Source: an optimization exercise on an open RTL-to-GDS flow (aim: a short achievable clock period and few clock cycles). Production flows keep margins and buffers that such runs may drop. Where RTL was checked, it was by simulation tests only, not by an equivalence proof against the original. Only the layout flow was run in run 3; the RTL was not checked for function there. Power and IR drop assume default switching activity.

`config.mk`:
```
export PLATFORM = sky130hd
export DESIGN_NAME = rv_pipeline
export DESIGN_NICKNAME = rv_pipeline
export VERILOG_FILES = /design/flow/design.v
export SDC_FILE = /design/flow/constraint.sdc
export NUM_CORES = 4
export LEC_CHECK = 0
export CAP_MARGIN = 35
export CORE_MARGIN = 2
export CORE_UTILIZATION = 55
export SETUP_SLACK_MARGIN = 3.0
export SLEW_MARGIN = 35
```
`constraint.sdc`:
```
create_clock -name core_clock -period 6.0 [get_ports {clock}]
set_input_delay 1.2000 -clock core_clock [delete_from_list [all_inputs] [get_ports {clock}]]
set_output_delay 1.2000 -clock core_clock [all_outputs]
set_load 0.01 [all_outputs]
```
`design.v`:
```
`default_nettype none
package rv_pipeline_pkg;
    typedef enum logic [6:0] {
        OPC_OP     = 7'b0110011,
        OPC_OP_IMM = 7'b0010011,
        OPC_LOAD   = 7'b0000011,
        OPC_STORE  = 7'b0100011,
        OPC_BRANCH = 7'b1100011,
        OPC_SYSTEM = 7'b1110011
    } opcode_e;
    typedef enum logic [2:0] {
        ALU_ADD, ALU_SUB, ALU_AND, ALU_OR, ALU_XOR, ALU_SLT
    } alu_op_e;
    typedef enum logic [1:0] {
        BUS_NONE  = 2'd0,
        BUS_LOAD  = 2'd1,
        BUS_STORE = 2'd2
    } bus_cmd_e;
    typedef struct packed {
        logic [31:0]       inst;
        logic [32-1:0]  pc;
        logic              valid;
    } fetch_pkt_t;
    typedef struct packed {
        logic [32-1:0]      pc;
        logic [32-1:0]      rs1_val;   
        logic [32-1:0]      rs2_val;
        logic [32-1:0]      imm;
        logic [5-1:0] rd;
        alu_op_e               alu_op;
        logic                  use_imm;   
        logic                  is_load;
        logic                  is_store;
        logic                  br_eq;
        logic                  br_ne;
        logic                  halt;      
        logic                  wr_reg;    
        logic                  valid;
    } decode_pkt_t;
    typedef struct packed {
        logic [32-1:0]      pc;
        logic [32-1:0]      result;      
        logic [32-1:0]      store_data;
        logic [5-1:0] rd;
        logic                  is_load;
        logic                  is_store;
        logic                  halt;
        logic                  wr_reg;
        logic                  valid;
        logic                  br_taken;
        logic [32-1:0]      br_target;
    } exec_pkt_t;
    typedef struct packed {
        logic                  valid;
        logic [5-1:0] rd;
        logic [32-1:0]      value;
        logic                  is_load;
    } fwd_t;
    typedef struct packed {
        logic             taken;
        logic [32-1:0] target;
    } redirect_t;
    typedef struct packed {
        logic                  valid;
        logic [32-1:0]      pc;
        logic                  wr_en;
        logic [5-1:0] wr_idx;
        logic [32-1:0]      wr_data;
    } commit_t;
endpackage
`default_nettype wire
`timescale 1ns/1ps
`default_nettype none
module register_file (
    input  logic                  clock,
    input  logic                  wr_en,
    input  logic [5-1:0] wr_idx,
    input  logic [32-1:0]      wr_data,
    input  logic [5-1:0] rs1_idx,
    input  logic [5-1:0] rs2_idx,
    output logic [32-1:0]      rs1_data,
    output logic [32-1:0]      rs2_data
);
    logic [32-1:0] regs [1:32-1];
    always_ff @(posedge clock) begin
        if (wr_en && (wr_idx != 5'd0)) regs[wr_idx] <= wr_data;
    end
    assign rs1_data = (rs1_idx == 5'd0) ? '0 : regs[rs1_idx];
    assign rs2_data = (rs2_idx == 5'd0) ? '0 : regs[rs2_idx];
endmodule
`default_nettype wire
`timescale 1ns/1ps
`default_nettype none
module rv_pipeline (
    input  logic             clock,
    input  logic             reset,
    input  logic [32-1:0] mem_rdata,
    output rv_pipeline_pkg::bus_cmd_e         mem_cmd,
    output logic [32-1:0] mem_addr,
    output logic [32-1:0] mem_wdata,
    output rv_pipeline_pkg::commit_t          commit,
    output logic             halted
);
    logic [31:0] fpc;
    logic        q0_v, q1_v;
    logic        q0_new, q1_new;   
    logic [31:0] q0_inst, q1_inst, q0_pc, q1_pc;
    logic [31:0] q0_tgt, q1_tgt;   
    logic        halting;          
    logic        e_v;
    logic [31:0] e_pc, e_a, e_b, e_sd, e_alt;
    logic [4:0]  e_rd;
    logic        e_wr, e_load, e_store, e_br, e_bne, e_pred, e_halt;
    logic        e_vbr, e_wrong;   
    logic [31:0] e_nb;             
    logic        e_op_add, e_op_sub, e_op_slt, e_op_xor, e_op_or, e_op_and;
    logic        e_fa, e_fb, e_fs;
    logic        m_v, m_dsel, m_store, m_load, m_wr, m_halt;
    logic [31:0] m_pc, m_res, m_sd;
    logic [4:0]  m_rd;
    logic [31:0] m_aq, f_aq;       
    logic [1:0]  m_cmd;
    logic        w_v, w_wr;
    logic [4:0]  w_rd;
    logic [31:0] w_pc, w_data;
    assign mem_addr  = m_aq | f_aq;
    assign mem_cmd   = rv_pipeline_pkg::bus_cmd_e'(m_cmd);
    assign mem_wdata = m_sd;
    assign commit.valid   = w_v;
    assign commit.pc      = w_pc;
    assign commit.wr_en   = w_wr;
    assign commit.wr_idx  = w_rd;
    assign commit.wr_data = w_data;
    function automatic logic pred_taken(input logic [31:0] w);
        pred_taken = (w[6:0] == 7'b1100011) && ((w[12] == 1'b0) == (w[19:15] == w[24:20]));
    endfunction
    function automatic logic [31:0] br_imm(input logic [31:0] w);
        br_imm = {{19{w[31]}}, w[31], w[7], w[30:25], w[11:8], 1'b0};
    endfunction
    logic [31:0] inst;
    logic [6:0]  opc;
    logic [2:0]  f3;
    logic [4:0]  rs1, rs2, rd;
    logic        d_opr, d_opi, d_load, d_store, d_br, d_sys;
    logic        use1, use2, d_wr, d_pred;
    logic [31:0] imm_i, imm_s;
    logic [31:0] rf1, rf2, v1, v2;
    logic        stall, adv, issue, flush;
    assign inst = q0_inst;
    assign opc  = inst[6:0];
    assign f3   = inst[14:12];
    assign rs1  = inst[19:15];
    assign rs2  = inst[24:20];
    assign rd   = inst[11:7];
    assign d_opr   = (opc == 7'b0110011);
    assign d_opi   = (opc == 7'b0010011);
    assign d_load  = (opc == 7'b0000011);
    assign d_store = (opc == 7'b0100011);
    assign d_br    = (opc == 7'b1100011);
    assign d_sys   = (opc == 7'b1110011);
    assign use1 = d_opr | d_opi | d_load | d_store | d_br;
    assign use2 = d_opr | d_store | d_br;
    assign d_wr = (d_opr | d_opi | d_load) && (rd != 5'd0);
    assign imm_i = {{20{inst[31]}}, inst[31:20]};
    assign imm_s = {{20{inst[31]}}, inst[31:25], inst[11:7]};
    assign d_pred = pred_taken(inst);
    register_file u_rf (
        .clock    (clock),
        .wr_en    (w_v && w_wr),
        .wr_idx   (w_rd),
        .wr_data  (w_data),
        .rs1_idx  (rs1),
        .rs2_idx  (rs2),
        .rs1_data (rf1),
        .rs2_data (rf2)
    );
    logic [31:0] m_val;
    assign m_val = m_load ? mem_rdata : m_res;
    assign v1 = (m_v && m_wr && (m_rd == rs1)) ? m_val :
                (w_v && w_wr && (w_rd == rs1)) ? w_data : rf1;
    assign v2 = (m_v && m_wr && (m_rd == rs2)) ? m_val :
                (w_v && w_wr && (w_rd == rs2)) ? w_data : rf2;
    logic m1, m2;
    assign m1 = e_v && e_wr && (e_rd == rs1);
    assign m2 = e_v && e_wr && (e_rd == rs2);
    assign stall = e_load && ((use1 && m1) || (use2 && m2));
    logic [31:0] a, b, sd, res;
    logic [31:0] s00, s10, s01, s11, d00, d10, d01, sum, diff;
    logic        e00, e10, e01, eq, lt, taken, mispredict;
    assign a  = e_fa ? m_res : e_a;
    assign b  = e_fb ? m_res : e_b;
    assign sd = e_fs ? m_res : e_sd;
    assign s00 = e_a + e_b;
    assign s10 = m_res + e_b;
    assign s01 = e_a + m_res;
    assign s11 = {m_res[30:0], 1'b0};
    assign d00 = e_a + e_nb + 32'd1;
    assign d10 = m_res + e_nb + 32'd1;
    assign d01 = e_a - m_res;
    assign e00 = (e_a == e_b);
    assign e10 = (m_res == e_b);
    assign e01 = (e_a == m_res);
    always_comb begin
        case ({e_fa, e_fb})
            2'b00:   begin sum = s00; diff = d00; eq = e00; end
            2'b10:   begin sum = s10; diff = d10; eq = e10; end
            2'b01:   begin sum = s01; diff = d01; eq = e01; end
            default: begin sum = s11; diff = '0;  eq = 1'b1; end
        endcase
    end
    assign lt = (a[31] != b[31]) ? a[31] : diff[31];
    always_comb begin
        res = ({32{e_op_add}} & sum)  |
              ({32{e_op_sub}} & diff) |
              ({32{e_op_xor}} & (a ^ b)) |
              ({32{e_op_or}}  & (a | b)) |
              ({32{e_op_and}} & (a & b)) |
              {31'd0, e_op_slt & lt};
    end
    assign taken      = eq ^ e_bne;
    assign mispredict = e_vbr && (eq == e_wrong);
    assign flush      = mispredict;
    localparam int NC = 8;
    logic [NC-1:0] c_v, c_pred, hitv;
    logic [29:0]   c_tag [NC];
    logic [31:0]   c_inst [NC];
    logic [31:0]   c_tgt [NC];
    logic [2:0]    c_ptr;     
    logic          hit, h_pred;
    logic [31:0]   h_inst, h_tgt;
    always_comb begin
        h_inst = '0;
        h_tgt  = '0;
        for (int i = 0; i < NC; i++) begin
            hitv[i] = c_v[i] && (c_tag[i] == fpc[31:2]);
            h_inst  = h_inst | ({32{hitv[i]}} & c_inst[i]);
            h_tgt   = h_tgt  | ({32{hitv[i]}} & c_tgt[i]);
        end
        hit    = |hitv;
        h_pred = |(hitv & c_pred);
    end
    logic        fill;
    logic [31:0] fill_inst, fill_pc, fill_tgt;
    assign fill      = (q0_v && q0_new) || (q1_v && q1_new);
    assign fill_inst = q1_new ? q1_inst : q0_inst;
    assign fill_pc   = q1_new ? q1_pc : q0_pc;
    assign fill_tgt  = q1_new ? q1_tgt : q0_tgt;
    logic        st_last;     
    logic [29:0] st_word;
    always_ff @(posedge clock) begin
        if (reset) begin
            c_v     <= '0;
            c_ptr   <= '0;
            st_last <= 1'b0;
        end else begin
            st_last <= m_dsel && m_store;
            for (int i = 0; i < NC; i++)
                if (st_last && (c_tag[i] == st_word)) c_v[i] <= 1'b0;
            if (fill) begin
                c_v[c_ptr] <= 1'b1;
                c_ptr      <= c_ptr + 1'b1;
            end
        end
    end
    always_ff @(posedge clock) begin
        st_word <= m_res[31:2];
        if (fill) begin
            c_tag[c_ptr]  <= fill_pc[31:2];
            c_inst[c_ptr] <= fill_inst;
            c_pred[c_ptr] <= pred_taken(fill_inst);
            c_tgt[c_ptr]  <= fill_tgt;
        end
    end
    logic        fetch_ok, keep_fetch, f_pred, dsel_n;
    logic [31:0] f_word, f_tgt, fpc_n;
    assign f_word = m_dsel ? h_inst : mem_rdata;
    assign f_tgt  = m_dsel ? h_tgt : fpc + br_imm(mem_rdata);
    assign f_pred = m_dsel ? h_pred : pred_taken(mem_rdata);
    assign adv   = q0_v && !stall && !halting;
    assign issue = adv && !flush;
    assign fetch_ok   = (hit || !m_dsel) && (adv || !q1_v);
    assign keep_fetch = fetch_ok && !flush;
    always_comb begin
        if (reset)         fpc_n = 32'h0000_0000;
        else if (flush)    fpc_n = e_alt;
        else if (fetch_ok) fpc_n = f_pred ? f_tgt : fpc + 32'd4;
        else               fpc_n = fpc;
    end
    assign dsel_n = !reset && e_v && (e_load || e_store);
    always_ff @(posedge clock) begin
        fpc    <= fpc_n;
        f_aq   <= dsel_n ? '0 : fpc_n;
        m_aq   <= dsel_n ? (e_fa ? s10 : s00) : '0;  
        m_cmd  <= (dsel_n && e_store) ? 2'd2 : 2'd1;
        m_dsel <= dsel_n;
    end
    always_ff @(posedge clock) begin
        if (reset) begin
            q0_v    <= 1'b0;
            q1_v    <= 1'b0;
            halting <= 1'b0;
        end else begin
            if (flush) begin
                q0_v <= 1'b0;
                q1_v <= 1'b0;
            end else begin
                if (adv) begin
                    if (q1_v) begin
                        q0_v <= 1'b1;
                        q1_v <= keep_fetch;
                    end else begin
                        q0_v <= keep_fetch;
                        q1_v <= 1'b0;
                    end
                end else begin
                    if (!q0_v)      q0_v <= keep_fetch;
                    else if (!q1_v) q1_v <= keep_fetch;
                end
            end
            if (issue && d_sys) halting <= 1'b1;
            q0_new <= keep_fetch && !hit && (adv ? !q1_v : !q0_v);
            q1_new <= keep_fetch && !hit && (adv ? q1_v : q0_v);
        end
    end
    always_ff @(posedge clock) begin
        if (adv) begin
            if (q1_v) begin
                q0_inst <= q1_inst;
                q0_pc   <= q1_pc;
                q0_tgt  <= q1_tgt;
                q1_inst <= f_word;
                q1_pc   <= fpc;
                q1_tgt  <= f_tgt;
            end else begin
                q0_inst <= f_word;
                q0_pc   <= fpc;
                q0_tgt  <= f_tgt;
            end
        end else if (!q0_v) begin
            q0_inst <= f_word;
            q0_pc   <= fpc;
            q0_tgt  <= f_tgt;
        end else if (!q1_v) begin
            q1_inst <= f_word;
            q1_pc   <= fpc;
            q1_tgt  <= f_tgt;
        end
    end
    always_ff @(posedge clock) begin
        if (reset) begin
            e_v    <= 1'b0;
            e_vbr  <= 1'b0;
            m_v    <= 1'b0;
            w_v    <= 1'b0;
            halted <= 1'b0;
        end else begin
            e_v    <= issue;
            e_vbr  <= issue && d_br;
            m_v    <= e_v;
            w_v    <= m_v;
            if (m_v && m_halt) halted <= 1'b1;
        end
    end
    always_ff @(posedge clock) begin
        e_pc     <= q0_pc;
        e_a      <= v1;
        e_b      <= (d_opi || d_load || d_store) ? (d_store ? imm_s : imm_i) : v2;
        e_nb     <= ~v2;
        e_sd     <= v2;
        e_rd     <= rd;
        e_wr     <= d_wr;
        e_load   <= d_load;
        e_store  <= d_store;
        e_br     <= d_br;
        e_bne    <= f3[0];
        e_pred   <= d_pred;
        e_wrong  <= f3[0] ^ !d_pred;    
        e_alt    <= d_pred ? q0_pc + 32'd4 : q0_tgt;
        e_halt   <= d_sys;
        e_op_sub <= d_opr && (f3 == 3'b000) && inst[30];
        e_op_add <= !(d_opr && (f3 != 3'b000 || inst[30]));
        e_op_slt <= d_opr && (f3 == 3'b010);
        e_op_xor <= d_opr && (f3 == 3'b100);
        e_op_or  <= d_opr && (f3 == 3'b110);
        e_op_and <= d_opr && (f3 == 3'b111);
        e_fa     <= m1;
        e_fb     <= m2 && use2 && !d_store;
        e_fs     <= m2;
        m_pc    <= e_pc;
        m_res   <= res;
        m_sd    <= sd;
        m_rd    <= e_rd;
        m_wr    <= e_wr;
        m_load  <= e_load;
        m_store <= e_store;
        m_halt  <= e_halt;
        w_pc   <= m_pc;
        w_wr   <= m_v && m_wr;
        w_rd   <= m_rd;
        w_data <= m_load ? mem_rdata : m_res;
    end
endmodule
`default_nettype wire
```
`run.sh`:
```
#!/bin/bash
# synth_recipe.tcl (not shown) runs the flow's synth.tcl, then flattens the netlist and writes it again
# the make line also repeats each setting of config.mk as NAME=value (left out here)
make -C /OpenROAD-flow-scripts/flow DESIGN_CONFIG=/design/flow/config.mk WORK_HOME=/design/flow/orfs CLKGATE_MAP_FILE= SYNTH_SCRIPT=/design/flow/synth_recipe.tcl finish
```
==> run notes, run 1 <==
status complete, no violations; # hold bufs at CTS 0; Slew Viols, Final 0; critical path capture point type register; GRT Util Overall 42.7%; core area 217000 µm²; Yosys cell types 93; post-route insts no fill roughly 13000; Antenna Violating Nets Remaining 0; cell taking the most area after synthesis edfxtp_1; initial core utilization 55.2%; die span in x 470 µm; Seq/Total Area, Yosys 58.0%; Finished Cell Area 149000 µm²; Synth async-reset ratio 0%; Setup crit start kind register; synth-to-layout area growth 24.8%; total CTS buffers 282; CP Cell Sequence nor2b_4, buf_12, buf_6, mux2i_4, xnor2_2, nor4_2, nand4_1, o41ai_2, buf_4, mux2i_4, buf_6, buf_12, buf_16, a221oi_1, a21o_1, and2_1; placed cell areas 127000 µm²; Max H-tree Level 5; commonest non-fill, non-tap cell in the layout edfxtp_1; largest net degree at the start of global routing 95; Root Buffer clkbuf_16; #FFs+latches synth approximately 2500; synthesized area 120000 µm²; final WL 494000 µm; HPWL after DPL 308000 µm; Worst-path clk slew 60 ps; crit path DAT 4590 ps; fmax 264 MHz; most frequent cells in the layout 1946 x edfxtp_1, 563 x nand2_1, 562 x buf_4, 561 x mux4_2, 505 x xnor2_1; Main synth FF type edfxtp_1; CP required 6800 ps; Setup Skew between 70 and 80 ps; Top delay family on crit path buffers and inverters; GRT Residual Overflow 0; Iteration-0 DRC Markers about 15000; max cap viols 0; final core utilization 68.8%; first-pass GRT wire length around 660000 µm; Clk Latency, worst-skew pair 960 ps; CP Buf/Inv Count 6; total power 65900 µW; Hold/Removal Path Class reg -> reg; CTS tree done; share of layout cells above drive strength 1 between 30 and 40%; final hold vios 0; Slew headroom 28.2%; Synth Area per Inst between 10 and 15 µm²; maximum vdd drop 377 µV; Final Setup Violations 0; initial antenna violation count 52; Syn. warnings 2; post-synth top area share 48.9%; final worst path period share a little over three fifths; drc violations 0; placed insts 11600; Avg WL per Cell between 30 and 40 µm; IO Port Bufs 171; DR vias/cell 7.05; Pre-Repair DR Iteration Count 8; Post-synth EDFFs 1946; gpl congestion 1.03; Die H 470 µm; Rows 171; Synth Instances 8771; IO Count 172; full die area 221000 µm²; synth top area cells edfxtp_1 49%, mux4_2 11%, dfxtp_1 9.1%; maximum clock path buffer count 4; clock sink total 2491; Setup CP Type reg -> reg; final net count 9967; Crit-path slowest cell dfxtp_4; synthesized net count 9100; Leak 0.0525 µW; Final Critical Period ~3800 ps; RSZ-0062 raised after global routing true; worst slew pin tran 1050 ps; TNS Setup 0 ps; Pwr per Cell Area 442 nW/µm²; total vias in the final route 89800; crit-path max cell delay 450 ps; vias in the first global route between 80000 and 90000; crit-path max FO 7
## final cells by class
type / instances / area [µm²]
Fill cell: 15000 / 67500
Tap cell: 2854 / 3570
Timing Repair Buffer: 1129 / 13000
Multi-Input combinational cell: 5464 / 52600
Sequential cell: 2491 / 69800
Clock buffer: 378 / 7860
Inverter: 270 / 1080
Clock inverter: 113 / 1160
Antenna cell: 31 / 77.6
## synthesized netlist by cell type, drive strengths merged, types with 15 or more instances
cell type / count
o22ai: 28
and3: 48
mux2i: 231
o211ai: 64
inv: 268
edfxtp: 1946
clkbuf: 354
o21bai: 22
nor2: 458
nor3: 68
xnor2: 541
ha: 288
nand3: 101
a22oi: 106
or3: 26
xor2: 228
and2: 39
o31ai: 24
a31oi: 66
buf: 201
nand4: 144
dfxtp: 545
nor4: 79
o21ai: 360
a221oi: 55
mux2: 197
nor2b: 26
a21oi: 430
a21o: 106
o21a: 24
a21boi: 23
a222oi: 115
mux4: 561
o2111ai: 16
nand2: 600
nor3b: 15
or2: 39
nand2b: 35
a211oi: 119
## per-stage QoR
stage	worst slack (ps)	hold slack (ps)
floorplan	2110	310
global placement	1030	310
detailed placement	972	312
CTS	2430	325
global route	2200	328
finish	2210	325
## sequential cells by signal, summed over array words and instances, names as in the netlist, 240 cells and up, named ones only
signal     count
c_inst       256
c_tag        240
c_tgt        256
u_rf.regs    992
## path summary, 6_finish.rpt
kind,depth (start not counted),slack [ps],to,start
setup / recovery,16,2210,fpc[4],e_fa
hold reg to reg,0,330,w_pc[10],m_pc[10]
hold / removal,0,330,w_pc[10],m_pc[10]
setup reg to reg,16,2210,fpc[4],e_fa
## power breakdown
group / switching (µW) / internal [µW] / leakage (µW)
Clock: 7100 / 10100 / 0.00442
Sequential: 1870 / 21000 / 0.0224
Combinational: 15100 / 10800 / 0.0257
Total: 24000 / 41900 / 0.0525
## layer usage
layer	vias to the layer above	global-route usage (%)	share of wire, %	routed length, µm
met5	-	0	0.060	297
met4	40	26.4	7.7	38000
met3	1603	12.9	14	70100
met2	7219	61.1	43	210000
met1	45200	57.3	36	176000
li1	35700	-	-	-
## worst register-to-register path, cell delays in order, from the launching register on
cell	delay, ps
dfxtp_4	450
nor2b_4	230
buf_12	160
buf_6	150
mux2i_4	250
xnor2_2	120
nor4_2	390
nand4_1	160
o41ai_2	380
buf_4	260
mux2i_4	330
buf_6	160
buf_12	120
buf_16	140
a221oi_1	60
a21o_1	190
and2_1	150
## what timing repair did
item | 4_1_cts | 5_1_grt
resized for setup | 1356 | 725
cloned | 39 | 29
setup endpoints to repair | 1266 | 719
pin swaps | 237 | 361
buffers inserted | 294 | 260
## kinds of logic (layout without fill, tap and decap cells)
| logic type | after synthesis | in the layout | share of synthesized area, % |
|---|---|---|---|
| flops | 2491 | 2491 | 58.0 |
| simple gates | 1724 | 1733 | 6.79 |
| buf+inv | 825 | 1890 | 2.81 |
| mux | 989 | 989 | 14.4 |
| other cells | 0 | 31 | 0 |
| fa+ha+maj | 295 | 295 | 3.13 |
| xor+xnor | 769 | 769 | 5.63 |
| compound gates | 1678 | 1678 | 9.30 |
Testbench counts, summed over its fixed seeds: cycles 100,653.
==> run 2: changes to the inputs <==
--- a/design.v
+++ b/design.v
@@ -225,16 +225,19 @@
     logic [29:0]   c_tag [NC];
     logic [31:0]   c_inst [NC];
     logic [31:0]   c_tgt [NC];
+    logic [31:0]   c_nxt [NC];     
     logic [2:0]    c_ptr;     
     logic          hit, h_pred;
-    logic [31:0]   h_inst, h_tgt;
+    logic [31:0]   h_inst, h_tgt, h_nxt;
     always_comb begin
         h_inst = '0;
         h_tgt  = '0;
+        h_nxt  = '0;
         for (int i = 0; i < NC; i++) begin
             hitv[i] = c_v[i] && (c_tag[i] == fpc[31:2]);
             h_inst  = h_inst | ({32{hitv[i]}} & c_inst[i]);
             h_tgt   = h_tgt  | ({32{hitv[i]}} & c_tgt[i]);
+            h_nxt   = h_nxt  | ({32{hitv[i]}} & c_nxt[i]);
         end
         hit    = |hitv;
         h_pred = |(hitv & c_pred);
@@ -269,6 +272,7 @@
             c_inst[c_ptr] <= fill_inst;
             c_pred[c_ptr] <= pred_taken(fill_inst);
             c_tgt[c_ptr]  <= fill_tgt;
+            c_nxt[c_ptr]  <= pred_taken(fill_inst) ? fill_tgt : fill_pc + 32'd4;
         end
     end
     logic        fetch_ok, keep_fetch, f_pred, dsel_n;
@@ -283,7 +287,7 @@
     always_comb begin
         if (reset)         fpc_n = 32'h0000_0000;
         else if (flush)    fpc_n = e_alt;
-        else if (fetch_ok) fpc_n = f_pred ? f_tgt : fpc + 32'd4;
+        else if (fetch_ok) fpc_n = m_dsel ? h_nxt : (f_pred ? f_tgt : fpc + 32'd4);
         else               fpc_n = fpc;
     end
     assign dsel_n = !reset && e_v && (e_load || e_store);
==> run 2 against run 1 <==
  * Still clean
  * Power is 9.3% lower
  * Clock skew grew 15 ps
  * Via count increased by 12%
  * Synthesized area rose by 8.6%
  * Synthesized cell count up 5.9%
  * Clock power increased by 9%
  * Non-clock buffer count rose by 374
  * Register-to-register slack got worse by 170 ps
  * Global-route usage rose by 3.6 points
  * Sequential cell count grew 256
  * Setup slack got worse by 170 ps
  * Clock-buffer cell count up 28
  * Largest cell class unchanged
==> run notes, run 2 <==
critical path capture point type register (unchanged); maximum vdd drop 323 µV (was 377 µV); Slew Viols, Final 0 (unchanged); CP required 6720 ps (was 6800 ps); fmax 252 MHz (was 264 MHz); share of layout cells above drive strength 1 36.4% (was 32.2%); HPWL after DPL 312000 µm (was 308000 µm); initial antenna violation count 73 (was 52); synth top area cells edfxtp_1 51%, mux4_2 9.7%, dfxtp_1 8.4% (was edfxtp_1 49%, mux4_2 11%, dfxtp_1 9.1%); top-count cell post-synth edfxtp_1 (unchanged); total CTS buffers 308 (was 282); Hold/Removal Path Class reg -> reg (unchanged); DR vias/cell 7.22 (was 7.05); cell taking the most area after synthesis edfxtp_1 (unchanged); final WL 576000 µm (was 494000 µm); most instantiated cells after synthesis 2202 x edfxtp_1, 565 x xnor2_1, 557 x mux4_2 (was 1946 x edfxtp_1, 599 x nand2_1, 561 x mux4_2); Synth Area per Inst 14.0 µm² (was 13.6 µm²); Yosys cell types 91 (was 93); RSZ-0062 raised after global routing true (unchanged); Avg WL per Cell 41.3 µm (was 38.8 µm); crit-path max cell delay 490 ps (was 450 ps); clock sink total 2747 (was 2491); Syn. warnings 2 (unchanged); Hold Slack 319 ps (was 325 ps); synth-to-layout area growth 30.5% (was 24.8%); Main synth FF type edfxtp_1 (unchanged); post-route setup slack 2040 ps (was 2210 ps); TNS Setup 0 ps (unchanged); gpl congestion 1.01 (was 1.03); final net count 10800 (was 9967); IO Port Bufs 171 (unchanged); drc violations 0 (unchanged); synthesized area 130000 µm² (was 120000 µm²); total vias in the final route 101000 (was 89800); commonest non-fill, non-tap cell in the layout edfxtp_1 (unchanged); Final Setup Violations 0 (unchanged); initial core utilization 55.3% (was 55.2%); Setup CP Type reg -> reg (unchanged); Setup WS pre-CTS 181 ps (was 972 ps); Layout fillers 15000 (about the same); placed insts 12300 (was 11600); die span in x 490 µm (was 470 µm); post-route insts no fill 14000 (was 12700); GRT Residual Overflow 0 (unchanged); Crit-path slowest cell edfxtp_1 (was dfxtp_4); full die area 240000 µm² (was 221000 µm²); most frequent cells in the layout 2202 x edfxtp_1, 618 x buf_4, 557 x mux4_2, 497 x xnor2_1, 459 x nand2_1 (was 1946 x edfxtp_1, 563 x nand2_1, 562 x buf_4, 561 x mux4_2, 505 x xnor2_1); final worst path period share 66.0% (was 63.1%); Clk Latency, worst-skew pair 990 ps (was 960 ps); Leak 0.0600 µW (was 0.0525 µW); worst slew pin tran 1110 ps (was 1050 ps); maximum clock path buffer count 4 (unchanged); Pre-Repair DR Iteration Count 10 (was 8); Seq/Total Area, Yosys 59.3% (was 58.0%); Synth async-reset ratio 0% (unchanged); Rows 178 (was 171); status complete, no violations (unchanged); # hold bufs at CTS 0 (unchanged); crit path DAT 4680 ps (was 4590 ps); GRT Util Overall 46.3% (was 42.7%); CP Cell Sequence buf_12, buf_8, nand3b_1, a21oi_2, buf_4, nand4_1, or2_1, or3_4, nor3_4, nand2_4, nor4_4, nand2_1, xor2_2, o21ai_4 (was nor2b_4, buf_12, buf_6, mux2i_4, xnor2_2, nor4_2, nand4_1, o41ai_2, buf_4, mux2i_4, buf_6, buf_12, buf_16, a221oi_1, a21o_1, and2_1); Final Critical Period 3960 ps (was 3790 ps); largest net degree at the start of global routing 91 (was 95); max cap viols 0 (unchanged); CTS tree done (unchanged); max FFs per register 992 (unchanged); Biggest register u_rf.regs (unchanged); Root Buffer clkbuf_16 (unchanged); vias in the first global route 92000 (was 83900); Synth Instances 9291 (was 8771); Antenna Violating Nets Remaining 0 (unchanged); crit-path max FO 8 (was 7); Setup Skew 89.9 ps (was 75.3 ps); IO Count 172 (unchanged); Iteration-0 DRC Markers 17400 (was 14500); final hold vios 0 (unchanged); post-synth top area share 50.9% (was 48.9%); Worst-path clk slew 70 ps (was 60 ps); Die H 490 µm (was 470 µm); core area 235000 µm² (was 217000 µm²); Pwr per Cell Area 353 nW/µm² (was 442 nW/µm²); #FFs+latches synth 2747 (was 2491); Setup crit start kind register (unchanged); Slew headroom 25.7% (was 28.2%); Max H-tree Level 5 (unchanged); Post-synth EDFFs 2202 (was 1946); synthesized net count 9619 (was 9100); first-pass GRT wire length 755000 µm (was 659000 µm)
[run 2: final timing paths]
check	from	cells after the start	to	slack [ps]
max reg2reg	q1_new	14	c_nxt[6][28]	2040
min	e_pc[10]	0	m_pc[10]	320
max	q1_new	14	c_nxt[6][28]	2040
min reg2reg	e_pc[10]	0	m_pc[10]	320
[run 2: critical path, delay by kind of cell (launching register included)]
| kind | cells | cell delay, ps |
|---|---|---|
| AO/OA/AOI/OAI | 2 | 370 |
| buffers and inverters | 3 | 450 |
| AND/OR/NAND/NOR | 8 | 2040 |
| XOR/XNOR | 1 | 320 |
| flip-flops | 1 | 490 |
[run 2: timing repair]
item                        CTS  global route
pin swaps                   504           513
gates resized for setup    2232           696
cloned                      152            21
setup endpoints to repair  2332           815
setup buffers               579           257
[run 2: layout make-up]
| cell class | instances | area, µm² | area share (%) |
|---|---|---|---|
| antenna | 61 | 153 | 0.0901 |
| clock buffer | 406 | 8420 | 4.97 |
| clock inverter | 139 | 1390 | 0.818 |
| inverter | 255 | 1010 | 0.595 |
| multi-input combinational | 5697 | 57200 | 33.7 |
| sequential | 2747 | 77500 | 45.8 |
| tap | 3150 | 3940 | 2.33 |
| timing repair buffer | 1503 | 19800 | 11.7 |
[run 2: layer usage]
layer,global-route usage (%),vias to the layer above,wire length (µm)
met5,0,-,730
met4,27.0,58,42300
met3,19.7,2203,97700
met2,63.7,9191,235000
met1,61.0,50500,200000
li1,-,38700,-
[run 2: cells by family after synthesis]
| logic type | share of synthesized area, % |
|---|---|
| DFF | 59.3 |
| buffers and inverters | 2.65 |
| xor gates and xnor gates | 5.57 |
| AOI/OAI and AO/OA | 9.28 |
| and+or+nand+nor | 6.50 |
| adders and majority gates | 2.87 |
| muxes | 13.8 |
[run 2: power breakdown]
| group | internal [µW] | switching (µW) |
|---|---|---|
| Sequential | 22300 | 1280 |
| Clock | 10900 | 7930 |
| Combinational | 7270 | 10100 |
[run 2: through the flow]
| step | power (µW) | instance area (µm²) | utilization [%] |
|---|---|---|---|
| final | 59800 | 169000 | 72.1 |
| after global routing | 61100 | 169000 | 72.0 |
| after CTS | 57900 | 163000 | 69.4 |
| after detailed placement | 36300 | 137000 | 58.2 |
| after global placement | 36100 | 136000 | 58.1 |
| after floorplan | 31100 | 130000 | - |
Testbench counts of run 2, summed over its fixed seeds: cycles 100,653.
==> run 3: changes to the inputs <==
--- a/design.v
+++ b/design.v
@@ -103,7 +103,6 @@
 );
     logic [31:0] fpc;
     logic        q0_v, q1_v;
-    logic        q0_new, q1_new;   
     logic [31:0] q0_inst, q1_inst, q0_pc, q1_pc;
     logic [31:0] q0_tgt, q1_tgt;   
     logic        halting;          
@@ -111,8 +110,6 @@
     logic [31:0] e_pc, e_a, e_b, e_sd, e_alt;
     logic [4:0]  e_rd;
     logic        e_wr, e_load, e_store, e_br, e_bne, e_pred, e_halt;
-    logic        e_vbr, e_wrong;   
-    logic [31:0] e_nb;             
     logic        e_op_add, e_op_sub, e_op_slt, e_op_xor, e_op_or, e_op_and;
     logic        e_fa, e_fb, e_fs;
     logic        m_v, m_dsel, m_store, m_load, m_wr, m_halt;
@@ -194,8 +191,8 @@
     assign s10 = m_res + e_b;
     assign s01 = e_a + m_res;
     assign s11 = {m_res[30:0], 1'b0};
-    assign d00 = e_a + e_nb + 32'd1;
-    assign d10 = m_res + e_nb + 32'd1;
+    assign d00 = e_a - e_b;
+    assign d10 = m_res - e_b;
     assign d01 = e_a - m_res;
     assign e00 = (e_a == e_b);
     assign e10 = (m_res == e_b);
@@ -218,76 +215,21 @@
               {31'd0, e_op_slt & lt};
     end
     assign taken      = eq ^ e_bne;
-    assign mispredict = e_vbr && (eq == e_wrong);
+    assign mispredict = e_v && e_br && (taken != e_pred);
     assign flush      = mispredict;
-    localparam int NC = 8;
-    logic [NC-1:0] c_v, c_pred, hitv;
-    logic [29:0]   c_tag [NC];
-    logic [31:0]   c_inst [NC];
-    logic [31:0]   c_tgt [NC];
-    logic [31:0]   c_nxt [NC];     
-    logic [2:0]    c_ptr;     
-    logic          hit, h_pred;
-    logic [31:0]   h_inst, h_tgt, h_nxt;
-    always_comb begin
-        h_inst = '0;
-        h_tgt  = '0;
-        h_nxt  = '0;
-        for (int i = 0; i < NC; i++) begin
-            hitv[i] = c_v[i] && (c_tag[i] == fpc[31:2]);
-            h_inst  = h_inst | ({32{hitv[i]}} & c_inst[i]);
-            h_tgt   = h_tgt  | ({32{hitv[i]}} & c_tgt[i]);
-            h_nxt   = h_nxt  | ({32{hitv[i]}} & c_nxt[i]);
-        end
-        hit    = |hitv;
-        h_pred = |(hitv & c_pred);
-    end
-    logic        fill;
-    logic [31:0] fill_inst, fill_pc, fill_tgt;
-    assign fill      = (q0_v && q0_new) || (q1_v && q1_new);
-    assign fill_inst = q1_new ? q1_inst : q0_inst;
-    assign fill_pc   = q1_new ? q1_pc : q0_pc;
-    assign fill_tgt  = q1_new ? q1_tgt : q0_tgt;
-    logic        st_last;     
-    logic [29:0] st_word;
-    always_ff @(posedge clock) begin
-        if (reset) begin
-            c_v     <= '0;
-            c_ptr   <= '0;
-            st_last <= 1'b0;
-        end else begin
-            st_last <= m_dsel && m_store;
-            for (int i = 0; i < NC; i++)
-                if (st_last && (c_tag[i] == st_word)) c_v[i] <= 1'b0;
-            if (fill) begin
-                c_v[c_ptr] <= 1'b1;
-                c_ptr      <= c_ptr + 1'b1;
-            end
-        end
-    end
-    always_ff @(posedge clock) begin
-        st_word <= m_res[31:2];
-        if (fill) begin
-            c_tag[c_ptr]  <= fill_pc[31:2];
-            c_inst[c_ptr] <= fill_inst;
-            c_pred[c_ptr] <= pred_taken(fill_inst);
-            c_tgt[c_ptr]  <= fill_tgt;
-            c_nxt[c_ptr]  <= pred_taken(fill_inst) ? fill_tgt : fill_pc + 32'd4;
-        end
-    end
     logic        fetch_ok, keep_fetch, f_pred, dsel_n;
     logic [31:0] f_word, f_tgt, fpc_n;
-    assign f_word = m_dsel ? h_inst : mem_rdata;
-    assign f_tgt  = m_dsel ? h_tgt : fpc + br_imm(mem_rdata);
-    assign f_pred = m_dsel ? h_pred : pred_taken(mem_rdata);
+    assign f_word = mem_rdata;
+    assign f_tgt  = fpc + br_imm(mem_rdata);
+    assign f_pred = pred_taken(mem_rdata);
     assign adv   = q0_v && !stall && !halting;
     assign issue = adv && !flush;
-    assign fetch_ok   = (hit || !m_dsel) && (adv || !q1_v);
+    assign fetch_ok   = !m_dsel && (adv || !q1_v);
     assign keep_fetch = fetch_ok && !flush;
     always_comb begin
         if (reset)         fpc_n = 32'h0000_0000;
         else if (flush)    fpc_n = e_alt;
-        else if (fetch_ok) fpc_n = m_dsel ? h_nxt : (f_pred ? f_tgt : fpc + 32'd4);
+        else if (fetch_ok) fpc_n = f_pred ? f_tgt : fpc + 32'd4;
         else               fpc_n = fpc;
     end
     assign dsel_n = !reset && e_v && (e_load || e_store);
@@ -322,8 +264,6 @@
                 end
             end
             if (issue && d_sys) halting <= 1'b1;
-            q0_new <= keep_fetch && !hit && (adv ? !q1_v : !q0_v);
-            q1_new <= keep_fetch && !hit && (adv ? q1_v : q0_v);
         end
     end
     always_ff @(posedge clock) begin
@@ -353,13 +293,11 @@
     always_ff @(posedge clock) begin
         if (reset) begin
             e_v    <= 1'b0;
-            e_vbr  <= 1'b0;
             m_v    <= 1'b0;
             w_v    <= 1'b0;
             halted <= 1'b0;
         end else begin
             e_v    <= issue;
-            e_vbr  <= issue && d_br;
             m_v    <= e_v;
             w_v    <= m_v;
             if (m_v && m_halt) halted <= 1'b1;
@@ -369,7 +307,6 @@
         e_pc     <= q0_pc;
         e_a      <= v1;
         e_b      <= (d_opi || d_load || d_store) ? (d_store ? imm_s : imm_i) : v2;
-        e_nb     <= ~v2;
         e_sd     <= v2;
         e_rd     <= rd;
         e_wr     <= d_wr;
@@ -378,7 +315,6 @@
         e_br     <= d_br;
         e_bne    <= f3[0];
         e_pred   <= d_pred;
-        e_wrong  <= f3[0] ^ !d_pred;    
         e_alt    <= d_pred ? q0_pc + 32'd4 : q0_tgt;
         e_halt   <= d_sys;
         e_op_sub <= d_opr && (f3 == 3'b000) && inst[30];
--- a/config.mk
+++ b/config.mk
@@ -7,6 +7,6 @@
 export LEC_CHECK = 0
 export CAP_MARGIN = 35
 export CORE_MARGIN = 2
-export CORE_UTILIZATION = 55
+export CORE_UTILIZATION = 40
 export SETUP_SLACK_MARGIN = 3.0
 export SLEW_MARGIN = 35
==> run 3 against run 2 <==
  * Clock power is about 40% lower
  * Utilization down 21 points
  * Worst hold slack got worse by 17 ps
  * Clock skew fell by 14 ps
  * Die area decreased by 9.8%
  * Global-route usage fell by 17 points
  * Combinational power decreased by 14%
  * Setup slack improved by 380 ps
  * Sequential share of layout area shrank 3.6 points
  * Critical endpoint is now m_res[31]
  * Largest power group is now combinational logic
==> run notes, run 3 <==
#FFs+latches synth 1655 (was 2747); Slew headroom 31.0% (was 25.7%); Antenna Violating Nets Remaining 0 (unchanged); maximum vdd drop 347 µV (was 323 µV); cell taking the most area after synthesis edfxtp_1 (unchanged); die span in x 465 µm (was 490 µm); DR vias/cell 6.13 (was 7.22); Clk Latency, worst-skew pair 880 ps (was 990 ps); largest family of logic cells by synthesized area multiplexers (unchanged); Die H 465 µm (was 490 µm); share of layout cells above drive strength 1 32.5% (was 36.4%); Biggest register u_rf.regs (unchanged); largest net degree at the start of global routing 72 (was 91); post-synth top area share 41.8% (was 50.9%); register area 45300 µm² (was 77500 µm²); CP required 6680 ps (was 6720 ps); Synth Area per Inst 12.5 µm² (was 14.0 µm²); Setup crit start kind register (unchanged); post-synthesis mux area share 17.9% (was 13.8%); gpl congestion 0.973 (was 1.01); Hold/Removal Path Class reg -> reg (unchanged); initial antenna violation count 19 (was 73); top-count cell post-synth edfxtp_1 (unchanged); final worst path period share 59.7% (was 66.0%); crit path DAT 4270 ps (was 4680 ps); worst slew pin tran 1010 ps (was 1110 ps); Post-synth EDFFs 1184 (was 2202); Hold Slack 302 ps (was 319 ps); Pwr per Cell Area 378 nW/µm² (was 353 nW/µm²); clock sink total 1655 (was 2747); post-synthesis xor/xnor area fraction 2.79% (was 5.57%); maximum clock path buffer count 3 (was 4); Slew Viols, Final 0 (unchanged); Leak 0.0386 µW (was 0.0600 µW); final core utilization 50.7% (was 72.1%); full die area 217000 µm² (was 240000 µm²); RSZ-0062 raised after global routing true (unchanged); Seq/Total Area, Yosys 52.8% (was 59.3%); synthesized net count 7150 (was 9619); max FFs per register 992 (unchanged); HPWL after DPL 208000 µm (was 312000 µm); Syn. warnings 2 (unchanged); Setup CP Type reg -> reg (unchanged); Synth Area in Compound Gates 9.68% (was 9.28%); Setup Skew 76.0 ps (was 89.9 ps); Synth async-reset ratio 0% (unchanged); Avg WL per Cell 31.9 µm (was 41.3 µm); initial core utilization 40.2% (was 55.3%); GRT Residual Overflow 0 (unchanged); Synth Instances 6825 (was 9291); Yosys cell types 85 (was 91); fmax 279 MHz (was 252 MHz); most frequent cells in the layout 1184 x edfxtp_1, 788 x nand2_1, 558 x mux4_2, 412 x nor2_1, 369 x buf_4 (was 2202 x edfxtp_1, 618 x buf_4, 557 x mux4_2, 497 x xnor2_1, 459 x nand2_1); synth top area cells edfxtp_1 42%, mux4_2 15%, dfxtp_1 11% (was edfxtp_1 51%, mux4_2 9.7%, dfxtp_1 8.4%); final net count 7667 (was 10800); total power 40600 µW (was 59800 µW); Pre-Repair DR Iteration Count 5 (was 10); Worst-path clk slew 60 ps (was 70 ps); synth-to-layout area growth 26.2% (was 30.5%); Final Critical Period 3580 ps (was 3960 ps); IO Port Bufs 171 (unchanged); vias in the first global route 61700 (was 92000); Final Setup Violations 0 (unchanged); TNS Setup 0 ps (unchanged); Layout fillers 18100 (was 15000); core area 212000 µm² (was 235000 µm²); CTS tree done (unchanged); drc violations 0 (unchanged); post-synthesis simple-gate area fraction 9.20% (was 6.50%); critical path capture point type register (unchanged); IO Count 172 (unchanged); commonest non-fill, non-tap cell in the layout edfxtp_1 (unchanged); synthesized area 85100 µm² (was 130000 µm²); most instantiated cells after synthesis 1184 x edfxtp_1, 811 x nand2_1, 558 x mux4_2 (was 2202 x edfxtp_1, 565 x xnor2_1, 557 x mux4_2); Max H-tree Level 4 (was 5); crit-path max FO 3 (was 8); final hold vios 0 (unchanged); footprint of the multi-input gates 42800 µm² (was 57200 µm²); total vias in the final route 63400 (was 101000); final WL 330000 µm (was 576000 µm); max cap viols 0 (unchanged); Root Buffer clkbuf_16 (unchanged); first-pass GRT wire length 459000 µm (was 755000 µm); Main synth FF type edfxtp_1 (unchanged); total CTS buffers 180 (was 308); Rows 169 (was 178); Post-Synth Adder-Cell Area 4.34% (was 2.87%); GRT Util Overall 29.5% (was 46.3%); Iteration-0 DRC Markers 7665 (was 17400); status complete, no violations (unchanged)
[run 3: cell count changes after synthesis, moves of 74 or more]
cell and change:
a22o_1 -94, mux2i_1 -78, dfxtp_1 -74, xor2_1 -186, nand4_1 -166, a22oi_1 -142, xnor2_1 -369, mux2_2 -172
edfxtp_1 -1018, nand2_1 +307, o21ai_0 -206
[run 3: metrics by stage]
step	instances	worst slack [ps]	instance area [µm²]
6_report	10300	2420	107000
5_1_grt	10300	2410	107000
4_1_cts	10100	2520	104000
3_5_place_dp	9569	995	91300
3_3_place_gp	9558	1040	91000
2_1_floorplan	6825	2340	85700
[run 3: layout make-up]
cell class                      count  area share, %
Inverter                          285           1.03
Timing Repair Buffer              764           8.12
Clock buffer                      245           4.84
Antenna cell                       19         0.0443
Multi-Input combinational cell   4456           39.8
Clock inverter                     92          0.714
Tap cell                         2821           3.29
Sequential cell                  1655           42.2
[run 3: report_power, final]
part           leakage, µW  switching, µW  total (µW)  internal (µW)
sequential          0.0148            691       14400          13700
clock              0.00292           4830       11200           6400
combinational       0.0209           8810       14900           6130
[run 3: critical path, stage by stage (launching register included)]
cell       delay (ps)
dfxtp_4           380
inv_4              40
ha_4              230
nor2b_4           170
o311ai_4          160
a2111oi_4         520
o21ai_2           170
a311oi_2          280
buf_4             190
a31oi_4           130
or4_4             590
a21oi_4           170
mux2i_1           230
o211ai_1          110
[run 3: logic make-up (layout without fill, tap and decap cells)]
group | count (synthesis) | in the layout
mux | 814 | 814
xor+xnor | 271 | 271
simple gates | 1786 | 1793
compound gates | 1287 | 1287
flops | 1655 | 1655
buf+inv | 721 | 1386
fa+ha+maj | 291 | 291
other cells | 0 | 19
[run 3: timing repair]
action,in CTS,in global routing
setup buffers,191,172
hold buffers,0,0
gates resized for setup,1105,437
cloned,34,15
pin swaps,186,233
setup endpoints to repair,774,438
[run 3: path summary, 6_finish.rpt]
check	start	endpoint	slack (ps)	cells past startpoint
max	e_b[1]	m_res[31]	2420	13
min	e_pc[12]	m_pc[12]	300	0
max reg2reg	e_b[1]	m_res[31]	2420	13
min reg2reg	e_pc[12]	m_pc[12]	300	0
[run 3: metal layers]
metal / track usage, % / wire length, µm / up-vias
li1: - / - / 26800
met1: 37.8 / 125000 / 32400
met2: 47.0 / 154000 / 3428
met3: 6.10 / 30400 / 740
met4: 15.8 / 20600 / 8
met5: 0 / 48 / -

-- static timing again, ports no longer ideal --
The flow's constraints put no driver on any port. The routed layouts listed below were extracted and timed again, unchanged, in two steps. Step 1 assumes that a clkbuf_16 drives the clock port and a buf_2 every other input. Step 2 moves the port delays by t, midway between the first and last clock arrival at a register: inputs arrive t later, outputs are due t later. That takes back most of the time a late clock gives input paths. a / b / c = no drivers / after step 1 / after step 2; a / b = the first two.
run	t, ns	setup slack, ns	worst slew at a driven data input, ns
run 1	1.025	2.211 / 2.211 / 1.483	0.16
run 2	1.050	2.038 / 2.038 / 1.152	0.17
run 3	0.925	2.419 / 2.419 / 1.787	0.16
After both steps setup and hold are still met in every run listed. For run 2, which loses most, drivers alone change the setup slack by 0.000 ns; drivers and shift together by -0.886 ns.
